Background: an optimization exercise with open tools, aiming at a short achievable clock period and few clock cycles per item. Do not read the settings as production practice.
Only simulation tests tie the RTL to the original design; equivalence was not proved.
Power is estimated from default activity; no workload was simulated.

==> design/flow/design.v <==
package ncgr_pkg;
  localparam int WINDOW_POSITIONS = 36;
  localparam int LABEL_BITS       = 20;
  localparam int CNT_W            = 6;
  localparam int KCNT_W           = 7;
  localparam int CFG_DATA_W       = 20;
  localparam int CFG_INDEX_W      = 3;
  localparam int RATE_W           = 24;
  localparam int OUT_RATE_W       = 32;
  localparam int DVD_W            = 49;
  localparam logic [CFG_INDEX_W-1:0] REG_GROUP_A  = 3'd0;
  localparam logic [CFG_INDEX_W-1:0] REG_GROUP_B  = 3'd1;
  localparam logic [CFG_INDEX_W-1:0] REG_R_LIMIT  = 3'd2;
  localparam logic [CFG_INDEX_W-1:0] REG_K_LIMIT  = 3'd3;
  localparam logic [CFG_INDEX_W-1:0] REG_ALPHA    = 3'd4;
  localparam logic [CFG_INDEX_W-1:0] REG_BETA     = 3'd5;
  localparam logic [CFG_INDEX_W-1:0] REG_CAP_R    = 3'd6;
  localparam logic [CFG_INDEX_W-1:0] REG_CAP_K    = 3'd7;
  localparam logic [1:0] TYPE_R  = 2'd1;
  localparam logic [1:0] TYPE_K  = 2'd2;
  localparam logic [1:0] STAGE_K = 2'd2;
  typedef enum logic [3:0] {
    ST_IDLE,
    ST_SCAN,
    ST_UPD,
    ST_MUL0,
    ST_CROWD,
    ST_MULLO,
    ST_MULHI,
    ST_DIV,
    ST_SUM,
    ST_FIN
  } state_t;
endpackage
import ncgr_pkg::*;
module neighborhood_crowding_growth_rate_unit (
  input  logic                   clk,
  input  logic                   rst,
  input  logic                   cfg_we,
  input  logic [2:0]             cfg_index,
  input  logic [19:0]            cfg_data,
  input  logic                   item_valid,
  output logic                   item_ready,
  input  logic [19:0]            item_density_code,
  input  logic [19:0]            item_occupant_label,
  input  logic [1:0]             item_position_stage,
  input  logic [1:0]             item_center_type,
  input  logic signed [23:0]     item_inherent_rate,
  input  logic                   item_last_position,
  output logic                   result_valid,
  input  logic                   result_ready,
  output logic signed [31:0]     result_adjusted_rate,
  output logic [5:0]             result_r_neighbors,
  output logic [6:0]             result_k_neighbors,
  output logic [6:0]             result_total_neighbors
);
  localparam int NW      = WINDOW_POSITIONS;
  localparam int FDEPTH  = 8;             
  localparam int FAW     = 3;
  localparam int CAP     = FDEPTH + 1;    
  localparam int QSTAGES = 16;            
  logic [19:0] group_a;
  logic [19:0] group_b;
  logic [14:0] r_limit;
  logic [14:0] k_limit;
  logic [15:0] alpha;
  logic [15:0] beta;
  logic [15:0] cap_r;
  logic [15:0] cap_k;
  always_ff @(posedge clk) begin
    if (rst) begin
      group_a <= '0;
      group_b <= '0;
      r_limit <= '0;
      k_limit <= '0;
      alpha   <= '0;
      beta    <= '0;
      cap_r   <= 16'd256;
      cap_k   <= 16'd256;
    end else if (cfg_we) begin
      unique case (cfg_index)
        REG_GROUP_A: group_a <= cfg_data[19:0];
        REG_GROUP_B: group_b <= cfg_data[19:0];
        REG_R_LIMIT: r_limit <= cfg_data[14:0];
        REG_K_LIMIT: k_limit <= cfg_data[14:0];
        REG_ALPHA:   alpha   <= cfg_data[15:0];
        REG_BETA:    beta    <= cfg_data[15:0];
        REG_CAP_R:   cap_r   <= cfg_data[15:0];
        REG_CAP_K:   cap_k   <= cfg_data[15:0];
        default: ;
      endcase
    end
  end
  logic [19:0] ga_d;
  logic [20:0] top_d;
  logic [17:0] cr1, cr2, cr3, ck1, ck2, ck3;
  logic [15:0] cr_e, ck_e;
  assign cr_e = (cap_r == '0) ? 16'd1 : cap_r;
  assign ck_e = (cap_k == '0) ? 16'd1 : cap_k;
  always_ff @(posedge clk) begin
    ga_d  <= group_a;
    top_d <= {1'b0, group_a} + {2'b0, group_b[19:1]};
    cr1   <= {2'b0, cr_e};
    cr2   <= {1'b0, cr_e, 1'b0};
    cr3   <= {2'b0, cr_e} + {1'b0, cr_e, 1'b0};
    ck1   <= {2'b0, ck_e};
    ck2   <= {1'b0, ck_e, 1'b0};
    ck3   <= {2'b0, ck_e} + {1'b0, ck_e, 1'b0};
  end
  logic        ready_q;
  logic        s0_v;
  logic [19:0] s0_dens;
  logic [19:0] s0_lab;
  logic [1:0]  s0_stage;
  logic [1:0]  s0_ctype;
  logic [23:0] s0_rate;
  logic        s0_last;
  always_ff @(posedge clk) begin
    s0_v     <= !rst && item_valid && ready_q;
    s0_dens  <= item_density_code;
    s0_lab   <= item_occupant_label;
    s0_stage <= item_position_stage;
    s0_ctype <= item_center_type;
    s0_rate  <= item_inherent_rate;
    s0_last  <= item_last_position;
  end
  assign item_ready = ready_q;
  logic [LABEL_BITS-1:0] r_mem [NW];
  logic [LABEL_BITS-1:0] k_mem [NW];
  logic [NW-1:0]         r_th;       
  logic [NW-1:0]         k_th;
  logic [NW-1:0]         eq_r, eq_k;
  logic        a_sel;
  logic        b_v, b_sel, b_nz, b_s2, b_last, b_mr, b_mk, b_eqp;
  logic [19:0] b_lab;
  logic [1:0]  b_ctype;
  logic [23:0] b_rate;
  logic        p_v, p_last, p_sel;
  assign a_sel = (s0_dens != '0 && s0_dens <= ga_d[19:1]) ||
                 (s0_dens > ga_d && {1'b0, s0_dens} <= top_d);
  for (genvar j = 0; j < NW; j++) begin : g_cmp
    assign eq_r[j] = r_th[j] && r_mem[j] == s0_lab;
    assign eq_k[j] = k_th[j] && k_mem[j] == s0_lab;
  end
  always_ff @(posedge clk) begin
    b_v     <= !rst && s0_v;
    b_lab   <= s0_lab;
    b_sel   <= a_sel;
    b_nz    <= s0_lab != '0;
    b_s2    <= s0_stage == STAGE_K;
    b_last  <= s0_last;
    b_ctype <= s0_ctype;
    b_rate  <= s0_rate;
    b_mr    <= |eq_r;
    b_mk    <= |eq_k;
    b_eqp   <= s0_lab == b_lab;
    p_v     <= !rst && b_v;
    p_last  <= b_last;
    p_sel   <= b_sel;
  end
  logic          b_hit, b_new;
  logic          inc_r, inc_k, inc_s;
  logic [5:0]    r_cnt, k_cnt, s2_cnt;
  logic [5:0]    r_cnt_n, k_cnt_n, s2_cnt_n;
  logic [NW-1:0] r_slot, k_slot;
  assign b_hit = (p_v && p_last) ? 1'b0 :
                 ((b_sel ? b_mr : b_mk) || (b_eqp && p_v && p_sel == b_sel));
  assign b_new = b_v && b_nz && !b_hit;
  assign inc_r = b_new && b_sel && !r_th[NW-1];
  assign inc_k = b_new && !b_sel && !k_th[NW-1];
  assign inc_s = b_v && b_s2 && s2_cnt != 6'(NW);
  assign r_cnt_n  = r_cnt + 6'(inc_r);
  assign k_cnt_n  = k_cnt + 6'(inc_k);
  assign s2_cnt_n = s2_cnt + 6'(inc_s);
  assign r_slot = ~r_th & {r_th[NW-2:0], 1'b1};
  assign k_slot = ~k_th & {k_th[NW-2:0], 1'b1};
  always_ff @(posedge clk) begin
    if (rst || (b_v && b_last)) begin
      r_th   <= '0;
      k_th   <= '0;
      r_cnt  <= '0;
      k_cnt  <= '0;
      s2_cnt <= '0;
    end else begin
      if (inc_r) r_th <= {r_th[NW-2:0], 1'b1};
      if (inc_k) k_th <= {k_th[NW-2:0], 1'b1};
      r_cnt  <= r_cnt_n;
      k_cnt  <= k_cnt_n;
      s2_cnt <= s2_cnt_n;
    end
  end
  for (genvar j = 0; j < NW; j++) begin : g_wr
    always_ff @(posedge clk) begin
      if (b_sel && r_slot[j])  r_mem[j] <= b_lab;
      if (!b_sel && k_slot[j]) k_mem[j] <= b_lab;
    end
  end
  logic        w1_v;
  logic [5:0]  w1_r, w1_k, w1_s;
  logic [1:0]  w1_ctype;
  logic [23:0] w1_rate;
  always_ff @(posedge clk) begin
    w1_v     <= !rst && b_v && b_last;
    w1_r     <= r_cnt_n;
    w1_k     <= k_cnt_n;
    w1_s     <= s2_cnt_n;
    w1_ctype <= b_ctype;
    w1_rate  <= b_rate;
  end
  logic        w2_v;
  logic [5:0]  w2_rc;
  logic [6:0]  w2_kc, w2_n;
  logic [1:0]  w2_ctype;
  logic [23:0] w2_rate, w2_arate;
  always_ff @(posedge clk) begin
    w2_v     <= !rst && w1_v;
    w2_rc    <= w1_r;
    w2_kc    <= {1'b0, w1_k} + {1'b0, w1_s};
    w2_n     <= {1'b0, w1_r} + {1'b0, w1_k} + {1'b0, w1_s};
    w2_ctype <= w1_ctype;
    w2_rate  <= w1_rate;
    w2_arate <= w1_rate[23] ? 24'(-w1_rate) : w1_rate;
  end
  logic        w2_use_r;
  logic [15:0] w2_ma;
  logic [6:0]  w2_mb;
  assign w2_use_r = w2_ctype == TYPE_R;
  assign w2_ma    = w2_use_r ? alpha : beta;
  assign w2_mb    = w2_use_r ? w2_kc : {1'b0, w2_rc};
  logic        w3_v, w3_use_r, w3_crowd;
  logic [19:0] w3_pa;
  logic [18:0] w3_pb;
  logic [14:0] w3_lim;
  logic [5:0]  w3_rc;
  logic [6:0]  w3_kc, w3_n;
  logic [23:0] w3_rate, w3_arate;
  always_ff @(posedge clk) begin
    w3_v     <= !rst && w2_v;
    w3_use_r <= w2_use_r;
    w3_crowd <= (w2_ctype == TYPE_R && {w2_n, 8'b0} >= r_limit) ||
                (w2_ctype == TYPE_K && {w2_n, 8'b0} >= k_limit);
    w3_pa    <= {4'b0, w2_ma} * {16'b0, w2_mb[3:0]};
    w3_pb    <= {3'b0, w2_ma} * {16'b0, w2_mb[6:4]};
    w3_lim   <= w2_use_r ? r_limit : k_limit;
    w3_rc    <= w2_rc;
    w3_kc    <= w2_kc;
    w3_n     <= w2_n;
    w3_rate  <= w2_rate;
    w3_arate <= w2_arate;
  end
  logic        w4_v, w4_use_r, w4_crowd;
  logic [22:0] w4_c;
  logic [5:0]  w4_rc;
  logic [6:0]  w4_kc, w4_n;
  logic [23:0] w4_rate, w4_arate;
  always_ff @(posedge clk) begin
    w4_v     <= !rst && w3_v;
    w4_use_r <= w3_use_r;
    w4_crowd <= w3_crowd;
    w4_c     <= 23'({w3_n, 8'b0}) + 23'(w3_pa) + 23'({w3_pb, 4'b0}) - 23'(w3_lim);
    w4_rc    <= w3_rc;
    w4_kc    <= w3_kc;
    w4_n     <= w3_n;
    w4_rate  <= w3_rate;
    w4_arate <= w3_arate;
  end
  logic        w5_v, w5_use_r, w5_crowd;
  logic [27:0] w5_pp [6];
  logic [5:0]  w5_rc;
  logic [6:0]  w5_kc, w5_n;
  logic [23:0] w5_rate;
  always_ff @(posedge clk) begin
    w5_v     <= !rst && w4_v;
    w5_use_r <= w4_use_r;
    w5_crowd <= w4_crowd;
    for (int i = 0; i < 6; i++)
      w5_pp[i] <= {4'b0, w4_arate} * {24'b0, 4'(w4_c >> (4 * i))};
    w5_rc    <= w4_rc;
    w5_kc    <= w4_kc;
    w5_n     <= w4_n;
    w5_rate  <= w4_rate;
  end
  logic        w6_v, w6_use_r, w6_crowd;
  logic [35:0] w6_g0, w6_g1;
  logic [5:0]  w6_rc;
  logic [6:0]  w6_kc, w6_n;
  logic [23:0] w6_rate;
  always_ff @(posedge clk) begin
    w6_v     <= !rst && w5_v;
    w6_use_r <= w5_use_r;
    w6_crowd <= w5_crowd;
    w6_g0    <= 36'(w5_pp[0]) + {4'b0, w5_pp[1], 4'b0} + {w5_pp[2], 8'b0};
    w6_g1    <= 36'(w5_pp[3]) + {4'b0, w5_pp[4], 4'b0} + {w5_pp[5], 8'b0};
    w6_rc    <= w5_rc;
    w6_kc    <= w5_kc;
    w6_n     <= w5_n;
    w6_rate  <= w5_rate;
  end
  logic        w7_v, w7_use_r, w7_crowd;
  logic [45:0] w7_a;
  logic [5:0]  w7_rc;
  logic [6:0]  w7_kc, w7_n;
  logic [23:0] w7_rate;
  always_ff @(posedge clk) begin
    w7_v     <= !rst && w6_v;
    w7_use_r <= w6_use_r;
    w7_crowd <= w6_crowd;
    w7_a     <= 46'(w6_g0) + {w6_g1[33:0], 12'b0};
    w7_rc    <= w6_rc;
    w7_kc    <= w6_kc;
    w7_n     <= w6_n;
    w7_rate  <= w6_rate;
  end
  logic [15:0] w7_cap;
  logic        w7_big;
  assign w7_cap = w7_use_r ? cr1[15:0] : ck1[15:0];
  assign w7_big = {1'b0, w7_a[45:31]} >= w7_cap;
  logic        dv_v    [QSTAGES+1];
  logic        dv_use_r[QSTAGES+1];
  logic        dv_crowd[QSTAGES+1];
  logic        dv_big  [QSTAGES+1];
  logic [15:0] dv_rem  [QSTAGES+1];
  logic [31:0] dv_dq   [QSTAGES+1];    
  logic [5:0]  dv_rc   [QSTAGES+1];
  logic [6:0]  dv_kc   [QSTAGES+1];
  logic [6:0]  dv_n    [QSTAGES+1];
  logic [23:0] dv_rate [QSTAGES+1];
  always_ff @(posedge clk) begin
    dv_v[0]     <= !rst && w7_v;
    dv_use_r[0] <= w7_use_r;
    dv_crowd[0] <= w7_crowd;
    dv_big[0]   <= w7_big;
    dv_rem[0]   <= w7_big ? 16'd0 : {1'b0, w7_a[45:31]};
    dv_dq[0]    <= {w7_a[30:0], 1'b0};
    dv_rc[0]    <= w7_rc;
    dv_kc[0]    <= w7_kc;
    dv_n[0]     <= w7_n;
    dv_rate[0]  <= w7_rate;
  end
  for (genvar i = 0; i < QSTAGES; i++) begin : g_div
    logic [17:0] c1, c2, c3;
    logic [17:0] r4;
    logic [18:0] t1, t2, t3;
    logic [1:0]  q;
    logic [17:0] rn;
    assign c1 = dv_use_r[i] ? cr1 : ck1;
    assign c2 = dv_use_r[i] ? cr2 : ck2;
    assign c3 = dv_use_r[i] ? cr3 : ck3;
    assign r4 = {dv_rem[i], dv_dq[i][31:30]};
    assign t1 = {1'b0, r4} - {1'b0, c1};
    assign t2 = {1'b0, r4} - {1'b0, c2};
    assign t3 = {1'b0, r4} - {1'b0, c3};
    always_comb begin
      if (!t3[18])      begin q = 2'd3; rn = t3[17:0]; end
      else if (!t2[18]) begin q = 2'd2; rn = t2[17:0]; end
      else if (!t1[18]) begin q = 2'd1; rn = t1[17:0]; end
      else              begin q = 2'd0; rn = r4;       end
    end
    always_ff @(posedge clk) begin
      dv_v[i+1]     <= !rst && dv_v[i];
      dv_use_r[i+1] <= dv_use_r[i];
      dv_crowd[i+1] <= dv_crowd[i];
      dv_big[i+1]   <= dv_big[i];
      dv_rem[i+1]   <= rn[15:0];
      dv_dq[i+1]    <= {dv_dq[i][29:0], q};
      dv_rc[i+1]    <= dv_rc[i];
      dv_kc[i+1]    <= dv_kc[i];
      dv_n[i+1]     <= dv_n[i];
      dv_rate[i+1]  <= dv_rate[i];
    end
  end
  logic        f1_v, f1_crowd, f1_big, f1_neg;
  logic [33:0] f1_wide;
  logic [5:0]  f1_rc;
  logic [6:0]  f1_kc, f1_n;
  logic [23:0] f1_rate;
  logic [23:0] fq_rate;
  assign fq_rate = dv_rate[QSTAGES];
  always_ff @(posedge clk) begin
    f1_v     <= !rst && dv_v[QSTAGES];
    f1_crowd <= dv_crowd[QSTAGES];
    f1_big   <= dv_big[QSTAGES];
    f1_neg   <= fq_rate[23];
    f1_wide  <= fq_rate[23] ? {{10{fq_rate[23]}}, fq_rate} + {2'b0, dv_dq[QSTAGES]}
                            : {{10{fq_rate[23]}}, fq_rate} - {2'b0, dv_dq[QSTAGES]};
    f1_rc    <= dv_rc[QSTAGES];
    f1_kc    <= dv_kc[QSTAGES];
    f1_n     <= dv_n[QSTAGES];
    f1_rate  <= fq_rate;
  end
  logic        f2_v;
  logic [51:0] f2_data;
  logic [31:0] f1_res;
  always_comb begin
    if (!f1_crowd)
      f1_res = {{8{f1_rate[23]}}, f1_rate};
    else if (f1_big || f1_wide[33:31] != {3{f1_wide[33]}})
      f1_res = f1_neg ? 32'h7fff_ffff : 32'h8000_0000;
    else
      f1_res = f1_wide[31:0];
  end
  always_ff @(posedge clk) begin
    f2_v    <= !rst && f1_v;
    f2_data <= {f1_res, f1_rc, f1_kc, f1_n};
  end
  logic [51:0]    fm [FDEPTH];
  logic [FAW-1:0] f_rd, f_wr;
  logic [FAW:0]   f_cnt;
  logic           out_valid;
  logic [51:0]    out_data;
  logic           load, from_mem, push_mem;
  logic [4:0]     owed;
  assign load     = !out_valid || result_ready;
  assign from_mem = load && f_cnt != '0;
  assign push_mem = f2_v && !(load && f_cnt == '0);
  always_ff @(posedge clk) begin
    if (rst) begin
      out_valid <= 1'b0;
      f_rd      <= '0;
      f_wr      <= '0;
      f_cnt     <= '0;
    end else begin
      if (load) out_valid <= f_cnt != '0 || f2_v;
      if (from_mem) f_rd <= f_rd + 1'b1;
      if (push_mem) f_wr <= f_wr + 1'b1;
      f_cnt <= f_cnt + (FAW+1)'(push_mem) - (FAW+1)'(from_mem);
    end
  end
  always_ff @(posedge clk) begin
    if (from_mem)   out_data <= fm[f_rd];
    else if (load)  out_data <= f2_data;
    if (push_mem) fm[f_wr] <= f2_data;
  end
  always_ff @(posedge clk) begin
    if (rst) begin
      owed    <= '0;
      ready_q <= 1'b0;
    end else begin
      owed    <= owed + 5'(s0_v && s0_last) - 5'(out_valid && result_ready);
      ready_q <= 6'(owed) + 6'(s0_v && s0_last) <= 6'(CAP - 2);
    end
  end
  assign result_valid           = out_valid;
  assign result_adjusted_rate   = out_data[51:20];
  assign result_r_neighbors     = out_data[19:14];
  assign result_k_neighbors     = out_data[13:7];
  assign result_total_neighbors = out_data[6:0];
endmodule
==> design/flow/run.sh <==
#!/bin/bash
# synth_recipe.tcl (not shown) runs the flow's synth.tcl, then flattens the netlist and writes it again
# the make line also repeats each setting of config.mk as NAME=value (left out here)
make -C /OpenROAD-flow-scripts/flow DESIGN_CONFIG=/design/flow/config.mk WORK_HOME=/design/flow/orfs CLKGATE_MAP_FILE= SYNTH_SCRIPT=/design/flow/synth_recipe.tcl finish
==> design/flow/config.mk <==
export PLATFORM = sky130hd
export DESIGN_NAME = neighborhood_crowding_growth_rate_unit
export DESIGN_NICKNAME = neighborhood_crowding_growth_rate_unit
export VERILOG_FILES = /design/flow/design.v
export SDC_FILE = /design/flow/constraint.sdc
export NUM_CORES = 4
export LEC_CHECK = 0
export CAP_MARGIN = 20
export CORE_MARGIN = 2
export CORE_UTILIZATION = 40
export SLEW_MARGIN = 20
==> design/flow/constraint.sdc <==
create_clock -name core_clock -period 11.0 [get_ports {clk}]
set_input_delay 2.2000 -clock core_clock [delete_from_list [all_inputs] [get_ports {clk}]]
set_output_delay 2.2000 -clock core_clock [all_outputs]
set_load 0.01 [all_outputs]
==> reports/qor.txt <==
Design area -> 249000 um2
Skew-Pair Late Insertion Delay -> 1.10 ns
DRC -> 0
Slowest CP cell -> a2111oi_0
Critical path data arrival time -> 6.19 ns
Clock share of power -> 26.5%
Status -> no timing/DRC/antenna violations
Initial Util -> 40.2%
Htree depth -> 6
Cells along the critical path -> buf_4 -> mux2_2 -> ha_1 -> fa_1 -> nor2b_1 -> o21a_1 -> o21ai_1 -> a2111oi_0 -> o41ai_1 -> a21oi_1 -> or2_1 -> nand2b_1 -> a211oi_1 -> a221o_1
Via Count -> 143000
CTS max path bufs -> 4
Max-cap viol count -> 0
Initial antenna violation count -> 56
Sink Count -> 4872
CP endpoint kind -> flop
Pleak -> 0.0960 uW
Post-synth EDFFs -> 1908
Top cells by count, synth -> dfxtp_1 (2964), edfxtp_1 (1908), xnor2_1 (1542), ha_1 (1359), nand2_1 (1259)
Number of global-route vias before repair -> 139000
Final setup viols -> 0
Die area -> 557000 um2
CP Max Fanout -> 34
Placed Area -> 231000 um2
HP Class -> flop to flop
Pwr dens -> 268 nW/um2
Drt wl/cell -> 22.7 um
Cts bufs inserted -> 518
Share of post-route cells with drive strength above 1 -> 7.98%
TritonCTS clock tree -> done
Pint -> 42600 uW
Fin crit period -> 5.23 ns
Gpl congestion -> 0.875
Max Fclk -> 191 MHz
Setup CP Type -> flop to flop
Count leader, synth -> dfxtp_1
DR vias/cell -> 5.30
RSZ-0062 raised after global routing -> no
Combinational power share -> 38.1%
Least-Margin Pin Slew -> 1.15 ns
Crit share post-route -> 47.6%
Clk root buf -> clkbuf_16
Yosys reg bits -> 4872
Drt pass-1 iters -> 8
Async S/R FF share, synth -> 0%
WP data required -> 11.95 ns
Post-synth top flop -> dfxtp_1
Sequential area share after synthesis -> 52.9%
Mapped Cells -> 19000
CP bufs+invs -> 1
Final Hold Fails -> 0
Fillers -> 49800
Yosys warning count -> 14
Crit-path max cell delay -> 0.81 ns
Grt ovf -> 0
First-pass GRT wire length -> 905000 um
DRT antenna net count -> 0
Chip Width -> 746 um
Max-slew violation count -> 0
Post-synth top area cell -> dfxtp_1
Nets -> 21100
Post-synth top area share -> 26.9%
Syn nets -> 20800
Core Footprint -> 549000 um2
Mean post-synth cell area -> 11.6 um2
Max VDD drop -> 0.187 mV
Type of origin of the critical path -> flop
Die Height -> 746 um
Synth cell types -> 108
Hpwl dp -> 389000 um
Fin Setup TNS -> 0 ns
Post-Syn Area -> 220000 um2
Top Ports -> 151
Hold_buf cts -> 0
Gr usage total -> 21.4%
Crit-path leading delay family -> compound AO/OA/AOI/OAI gates
Seq pwr share -> 35.5%
Post-Route WL -> 612000 um
Synth area leaders -> dfxtp_1 (27%), edfxtp_1 (26%), ha_1 (7.7%)
Worst-path clk slew -> 0.07 ns
I/O Buffers -> 150
Area grow syn2layout -> 12.8%
NetSw -> 24000 uW
Setup Fix Bufs, Post-CTS -> 0
Initial detailed-routing violation count -> 11600
Placement Rows -> 272
Slew Limit Headroom -> 23.1%
Post-CTS sizing -> 0
Switch share -> 36.0%
Largest net degree at the start of global routing -> 94
Fin Clk Skew -> 0.0933 ns
-- path summary, 6_finish.rpt --
check / endpoint / slack, ns / start / cells after the start
max: dv_rem[9][4] / 5.77 / dv_use_r[8] / 14
min: w1_rate[19] / 0.26 / b_rate[19] / 0
max reg2reg: dv_rem[9][4] / 5.77 / dv_use_r[8] / 14
min reg2reg: w1_rate[19] / 0.26 / b_rate[19] / 0
-- routing by layer --
layer  vias up  wire, um  global-route usage [%]
met2      4395    273000                    33.8
met4        14     25500                    8.14
li1      67200         -                       -
met1     70100    278000                    30.0
met5         -        82                       0
met3      1053     36400                    2.60
-- final cells by class --
class	instances	area, um2	area share (%)
clock buffer	708	14700	5.92
antenna	42	105	0.0423
tap	7261	9080	3.65
inverter	1048	3930	1.58
sequential	4872	117000	47.0
multi-input combinational	12300	97500	39.2
timing repair buffer	451	3840	1.54
clock inverter	222	2630	1.06
-- power groups by stage --
stage	logic, uW	registers, uW	clock network, uW
2_1_floorplan	19400	22700	0
3_3_place_gp	24700	24000	0
3_5_place_dp	25000	24000	0
4_1_cts	25200	23600	18000
5_1_grt	28400	23800	18700
6_report	25400	23600	17600
-- sequential cells by signal, indices dropped and copies added (netlist names), 34 cells and up, named ones only --
name and count:
dv_dq 528, dv_kc 119, dv_n 119, dv_rate 408, dv_rc 102, dv_rem 255, f1_wide 34, f2_data 52
fm 416, k_mem 720, k_th 36, out_data 52, r_mem 720, r_th 36, w5_pp 166, w6_g0 36
w6_g1 34, w7_a 46
-- cell usage in the layout, fill, tap and decap left out, drive strengths merged, types with 107 or more instances in the layout --
cell / n
ha: 1359
nand2: 1259
buf: 302
xnor2: 1542
a21oi: 1100
clkbuf: 708
nand2b: 199
dfxtp: 2964
nand3: 186
mux2i: 724
nor4: 261
o21a: 191
o21ai: 672
nor3: 177
a21o: 286
nor2b: 218
xor2: 814
and2: 416
inv: 1089
clkdlybuf4s50: 149
nand4: 288
edfxtp: 1908
nor2: 819
a211oi: 107
clkinv: 122
fa: 407
-- cells by family (layout without fill, tap and decap cells) --
group / after synthesis / count (layout) / share of synthesized area (%)
buf+inv: 1747 / 2429 / 3.06
flops: 4872 / 4872 / 52.9
fa+ha+maj: 1766 / 1766 / 11.4
xor+xnor: 2356 / 2356 / 9.36
simple gates: 4155 / 4155 / 9.38
compound gates: 3186 / 3186 / 9.21
mux: 886 / 886 / 4.65
other cells: 0 / 42 / 0
-- worst reg2reg max path, delay by kind of cell (launching register included) --
kind / cells / cell delay (ns)
multiplexers: 1 / 0.43
flip-flops: 1 / 0.31
adder cells (fa/ha/maj): 2 / 0.70
AND/OR/NAND/NOR: 3 / 1.38
buffers and inverters: 1 / 0.49
AO/OA/AOI/OAI: 7 / 1.81
-- per-stage QoR --
step | util, % | total power (uW) | setup slack, ns | cells | hold WS [ns]
6_report | 45.3 | 66600 | 5.77 | 27000 | 0.263
3_5_place_dp | 42.1 | 49000 | 5.61 | 26000 | 0.312
5_1_grt | 45.3 | 70900 | 5.39 | 26900 | 0.267
2_1_floorplan | - | 42100 | 2.86 | 19000 | 0.310
3_3_place_gp | 42.1 | 48700 | 5.66 | 26000 | 0.310
4_1_cts | 45.3 | 66800 | 5.83 | 26900 | 0.272
Testbench counts, summed over its fixed seeds: cycles 24,329, positions 24,091.

==> what the ideal ports hide <==
How much do the figures lean on ideal ports? The routed layout below was timed once more, with nothing changed but the port constraints.
Step 1: set_driving_cell puts a clkbuf_16 on clk and a buf_2 on each other input, an assumption about the parent block.
Step 2 adds t to the input delays and takes it off the output delays; t is the mean of the earliest and latest rising clock arrival at the registers after step 1. Input paths then give back, and output paths get back, about the clock's delay inside the block.
Slacks: ideal ports / drivers / drivers and shift; pairs: ideal ports / drivers.
t (ns): 1.171
slack for setup (ns): 5.765 / 5.765 / 5.583
worst hold slack (ns): 0.263 / 0.263 / 0.263
clock arrival spread, ns: 0.102 / 0.102
slew at the worst register clock pin (ns): 0.07 / 0.07
After both steps this run still meets setup and hold. The setup slack of this run moves by 0.000 ns with the drivers and by -0.182 ns with both steps.
